Source: an optimization exercise on an open RTL-to-GDS flow (aim: small area, a short achievable clock period and few clock cycles). Production flows keep margins and buffers that such runs may drop. In this exercise RTL edits were held to simulation tests only and were not proved equivalent to the original. Power and IR drop assume default switching activity.

==> flow/design.v (excerpt) <==
module stack_cpu (
    input  logic        clk,
    input  logic        reset,
    output logic [23:0] flash_addr,
    output logic        flash_enable,
    input  logic [7:0]  flash_data,
    input  logic        flash_ready,
    output logic [7:0]  uart_data,
    output logic        uart_send,
    input  logic        uart_busy,
    output logic        halted
);
==> flow/config.mk <==
export PLATFORM = sky130hd
export DESIGN_NAME = stack_cpu
export DESIGN_NICKNAME = stack_cpu
export VERILOG_FILES = /design/flow/design.v
export SDC_FILE = /design/flow/constraint.sdc
export NUM_CORES = 4
export LEC_CHECK = 0
export CAP_MARGIN = 20
export CORE_MARGIN = 2
export CORE_UTILIZATION = 40
export CTS_CLUSTER_DIAMETER = 150
export CTS_CLUSTER_SIZE = 25
export SLEW_MARGIN = 20
==> flow/constraint.sdc <==
create_clock -name core_clock -period 8.0 [get_ports {clk}]
set_input_delay 1.6000 -clock core_clock [delete_from_list [all_inputs] [get_ports {clk}]]
set_output_delay 1.6000 -clock core_clock [all_outputs]
set_load 0.01 [all_outputs]
standard.sh (not shown) runs the stock make flow with config.mk's settings and CLKGATE_MAP_FILE= SYNTH_SCRIPT=/design/flow/synth_recipe.tcl, a recipe that flattens the netlist after the stock synthesis.
==> flow/flow/run.sh <==
#!/bin/bash
set -euo pipefail
bash standard.sh SETUP_SLACK_MARGIN=5.3 "BUFFER_PORTS_ARGS=-buffer_cell sky130_fd_sc_hd__buf_2" finish > standard_flow.log 2>&1
The first run finished clean.
Testbench counts at the start, summed over its fixed seeds: cycles 321,388.
==> next run, changes <==
--- a/flow/design.v
+++ b/flow/design.v
@@ -302,42 +302,38 @@
         if (c_flt) flagq <= c_sgn ? lt_s : lt_u;
         if (c_alo) carry <= cout_lo;
         if (c_taken) taken <= !zero;
         if (c_jump) taken <= 1'b1;
         if (c_tgt0) target_lo <= xb;
     end
     logic [31:0] mem [6];
-    logic [2:0]  p;
-    logic [2:0]  pm1;
-    logic [31:0] spilled;
-    assign pm1 = p - 3'd1;
-    always_comb begin
-        case (pm1)
-            3'd0: spilled = mem[0];
-            3'd1: spilled = mem[1];
-            3'd2: spilled = mem[2];
-            3'd3: spilled = mem[3];
-            3'd4, 3'd6: spilled = mem[4];
-            default: spilled = mem[5];
-        endcase
-    end
+    logic [7:0]  ptr;
+    logic [5:0]  rsel;
+    logic        tsel;
+    logic        hsel;
+    logic [31:0] second_d;
     always_ff @(posedge clk) begin
-        if (reset) p <= 3'd6;
-        else if (c_push) p <= p + 3'd1;
-        else if (c_pop) p <= pm1;
+        if (reset) ptr <= 8'b0100_0000;    
+        else if (c_push) ptr <= {ptr[6:0], ptr[7]};
+        else if (c_pop) ptr <= {ptr[0], ptr[7:1]};
     end
     always_ff @(posedge clk) begin
         for (int i = 0; i < 6; i++) begin
-            if (c_push && p == 3'(i)) mem[i] <= second;
+            if (c_push && ptr[i]) mem[i] <= second;
         end
     end
+    assign tsel = c_push || c_swap;
+    assign hsel = !(c_push || c_swap || c_pop || c_ssh);
+    always_comb begin
+        for (int i = 0; i < 6; i++) rsel[i] = c_pop && ptr[i + 1];
+        second_d = ({32{tsel}} & top) | ({32{c_ssh}} & {xb, second[31:8]}) | ({32{hsel}} & second);
+        for (int i = 0; i < 6; i++) second_d = second_d | ({32{rsel[i]}} & mem[i]);
+    end
     always_ff @(posedge clk) begin
-        if (c_push || c_swap) second <= top;
-        else if (c_pop) second <= spilled;
-        else if (c_ssh) second <= {xb, second[31:8]};
+        second <= second_d;
     end
     always_ff @(posedge clk) begin
         if (reset) begin
             uart_send <= 1'b0;
         end else if (c_uart) begin
             uart_send <= 1'b1;
         end else if (!uart_busy) begin
- final cell count decreases by 2.3%
- synthesized cell count came out lower by 2.6%
- maximum frequency rises by about 2%
- setup slack gets better by 0.053 ns
- sequential cell count came out higher by 5
- cell area shrinks by 3.3%
- wire length is lower by about 5%
- sequential share of layout area climbs by 0.57 points
- utilization came out lower by 0.99 points
- via count went down by about 1.9%
- total power shrinks by about 4%
- clock power came out higher by about 7%
- global-route usage came out lower by 0.41 points
- critical path depth came out lower by 8
Testbench counts after the change, summed over its fixed seeds: cycles 321,388.

* * *

lane 5:
Another version of the RTL of stack_cpu (not shown whole).
Size in the first run: roughly 1400 cells after synthesis, about 350 flip-flops, ~47 I/O pins, roughly 16000 sq um of cells after synthesis.
Settings: LEC_CHECK=0, CAP_MARGIN=20, CORE_MARGIN=2, CORE_UTILIZATION=40, CTS_CLUSTER_DIAMETER=150, CTS_CLUSTER_SIZE=25, SLEW_MARGIN=20; clock period 8.0 ns.
Scripts as last shown in full above: flow/flow/run.sh
Testbench counts of lane 5, summed over its fixed seeds: cycles 320,946.
The following lists how lane 2 was set up differently from lane 5:
--- a/flow/design.v
+++ b/flow/design.v
@@ -60,25 +60,25 @@
     logic        taken;
     logic [7:0]  target_lo;     
     logic        imm_last;      
     logic        is_op;
     logic [31:0] top;
     logic [31:0] second;
     logic [31:0] lut;
     logic [31:0] carries;
     logic [31:0] next_top;
+    logic        zero;
     logic        carry;         
     logic        cout_lo;
     logic        cout_hi;
     logic        lt_u;
     logic        lt_s;
-    logic        zlo;           
-    logic        zhi;           
+    logic        flagq;
     assign is_op     = (imc == 3'd0);
     assign imm_last  = (imc == 3'd1);
     logic        uart_free;
     assign uart_free = !uart_send && !c_uart;
     assign dec_now   = xv && !c_e2 && !c_e3 && !pp && !hp && !halted;
     assign free_next = !xv || dec_now;
     assign got  = flash_ready && armed;
     assign fail = (fst == f_chk) && !(flash_ready && low_seen);
     logic        skip;          
@@ -221,19 +221,19 @@
                         c_hi  <= l_xnor;
                         c_ahi <= 1'b1;
                         c_flt <= 1'b1;
                         c_sgn <= !xb[2];
                         c_pop <= 1'b1;
                         c_e3  <= 1'b1;
                     end
                     4'h9: begin c_lo <= l_zero; c_hi <= l_zero; c_fsel <= 1'b1; c_pop <= 1'b1; end
                     4'h5: begin c_lo <= l_zero; c_hi <= l_zero; c_fsel <= 1'b1; end
-                    default: begin c_lo <= l_sec; c_hi <= l_sec; c_pop <= 1'b1; c_taken <= 1'b1; end  
+                    default: begin c_lo <= l_sec; c_hi <= l_sec; c_pop <= 1'b1; end   
                 endcase
             end
         end else if (c_e3) begin
             c_lo   <= l_zero;
             c_hi   <= l_zero;
             c_fsel <= 1'b1;
         end else if (pp && uart_free) begin
             c_lo   <= l_sec;
             c_hi   <= l_sec;
@@ -257,19 +257,19 @@
                     8'h02: begin c_lo <= l_xor; c_alo <= 1'b1; c_e2 <= 1'b1; end
                     8'h03, 8'h0a, 8'h0c: begin
                         c_lo  <= l_xnor;
                         c_alo <= 1'b1;
                         c_sub <= 1'b1;
                         c_e2  <= 1'b1;
                     end
                     8'h09: begin c_lo <= l_xor; c_hi <= l_xor; c_fz <= 1'b1; c_e2 <= 1'b1; end
                     8'h35: begin c_fz <= 1'b1; c_e2 <= 1'b1; end                     
-                    8'h0e: begin c_fz <= 1'b1; c_e2 <= 1'b1; end                     
+                    8'h0e: begin c_taken <= 1'b1; c_e2 <= 1'b1; end                  
                     8'h0f: c_jump <= 1'b1;
                     8'h16: begin c_lo <= l_and; c_hi <= l_and; c_pop <= 1'b1; end
                     8'h17: begin c_lo <= l_or;  c_hi <= l_or;  c_pop <= 1'b1; end
                     8'h18: begin c_lo <= l_xor; c_hi <= l_xor; c_pop <= 1'b1; end
                     8'h19: begin c_lo <= l_not; c_hi <= l_not; end
                     8'h05: begin c_lo <= l_sec; c_hi <= l_sec; c_pop <= 1'b1; end    
                     8'h13: begin c_lo <= l_sec; c_hi <= l_sec; c_swap <= 1'b1; end   
                     8'h08: begin                                                     
                         if (!uart_free) pp <= 1'b1;
@@ -299,34 +299,29 @@
         end
     end
     prefix_carry u_carry_lo (.g(g_lo), .p(lut[15:0]),  .cin(c_sub),          .c(c_lo_chain));
     prefix_carry u_carry_hi (.g(g_hi), .p(lut[31:16]), .cin(c_ahi && carry), .c(c_hi_chain));
     assign carries = {c_hi_chain[15:0], c_lo_chain[15:0]};
     assign cout_lo = c_lo_chain[16];
     assign cout_hi = c_hi_chain[16];
     always_comb begin
         next_top = lut ^ carries;
-        if (c_fsel) next_top = {31'd0, zlo && zhi};
+        if (c_fsel) next_top = {31'd0, flagq};
     end
+    assign zero = (lut == 32'd0);
     assign lt_u = !cout_hi;
     assign lt_s = lut[31] ? !carries[31] : second[31];
     always_ff @(posedge clk) begin
         top <= next_top;
-        if (c_fz) begin
-            zlo <= (lut[15:0] == 16'd0);
-            zhi <= (lut[31:16] == 16'd0);
-        end
-        if (c_flt) begin
-            zlo <= c_sgn ? lt_s : lt_u;
-            zhi <= 1'b1;
-        end
+        if (c_fz) flagq <= zero;
+        if (c_flt) flagq <= c_sgn ? lt_s : lt_u;
         if (c_alo) carry <= cout_lo;
-        if (c_taken) taken <= !(zlo && zhi);
+        if (c_taken) taken <= !zero;
         if (c_jump) taken <= 1'b1;
         if (c_tgt0) target_lo <= xb;
     end
     logic [31:0] mem [6];
     logic [2:0]  p;
     logic [5:0]  rsel;
     logic        tsel;
     logic        hsel;
     logic [31:0] second_d;
When the final numbers for lane 2 and lane 5 were put side by side, the total power turned out to be smaller in lane 2.
Looking at met1 track demand over resource in global routing, lane 2 sits 0.16 points above lane 5.
Lane 2 vs. lane 5: global-route usage went down by 0.30 points; final hold slack did not really move.
Routed wire length is higher on lane 5
Going from lane 5 to lane 2, synthesized area shrank by 120 sq um, clock share of power now sits higher, data arrival time at the worst-slack endpoint climbed 2100 ps, number of post-CTS setup repair buffers saw an increase.
Testbench counts of lane 2, summed over its fixed seeds: cycles 320,946.

==> re-timing with driven ports <==
No port has a modelled driver above. Below, the same layouts with a new extraction and two added sets of constraints. Step 1 assumes that a clkbuf_16 drives the clock port and a buf_2 every other input. Step 2 times the ports against the registers' clock, not the clock port: input delays grow and output delays shrink by t, the midpoint of the rising clock arrivals with the driver on. a / b / c = ideal ports / drivers / drivers and shift; a / b = the first two.
run | shift t [ns] | slack for setup (ns) | slew at the worst register clock pin (ns) | cell pins on the clock port's net
the first run of note 1 | 0.582 | 5.270 / 5.242 / 4.695 | 0.11 / 0.11 | 1
the second run of note 1 | 0.568 | 5.323 / 5.270 / 4.799 | 0.11 / 0.11 | 1
lane 5 | 0.565 | 5.324 / 5.276 / 4.939 | 0.10 / 0.10 | 1
lane 2 | 0.565 | 5.294 / 5.290 / 4.912 | 0.11 / 0.11 | 1
After both steps every run listed still meets setup and hold. For the first run of note 1, which loses most, drivers alone change the setup slack by -0.028 ns; drivers and shift together by -0.575 ns.
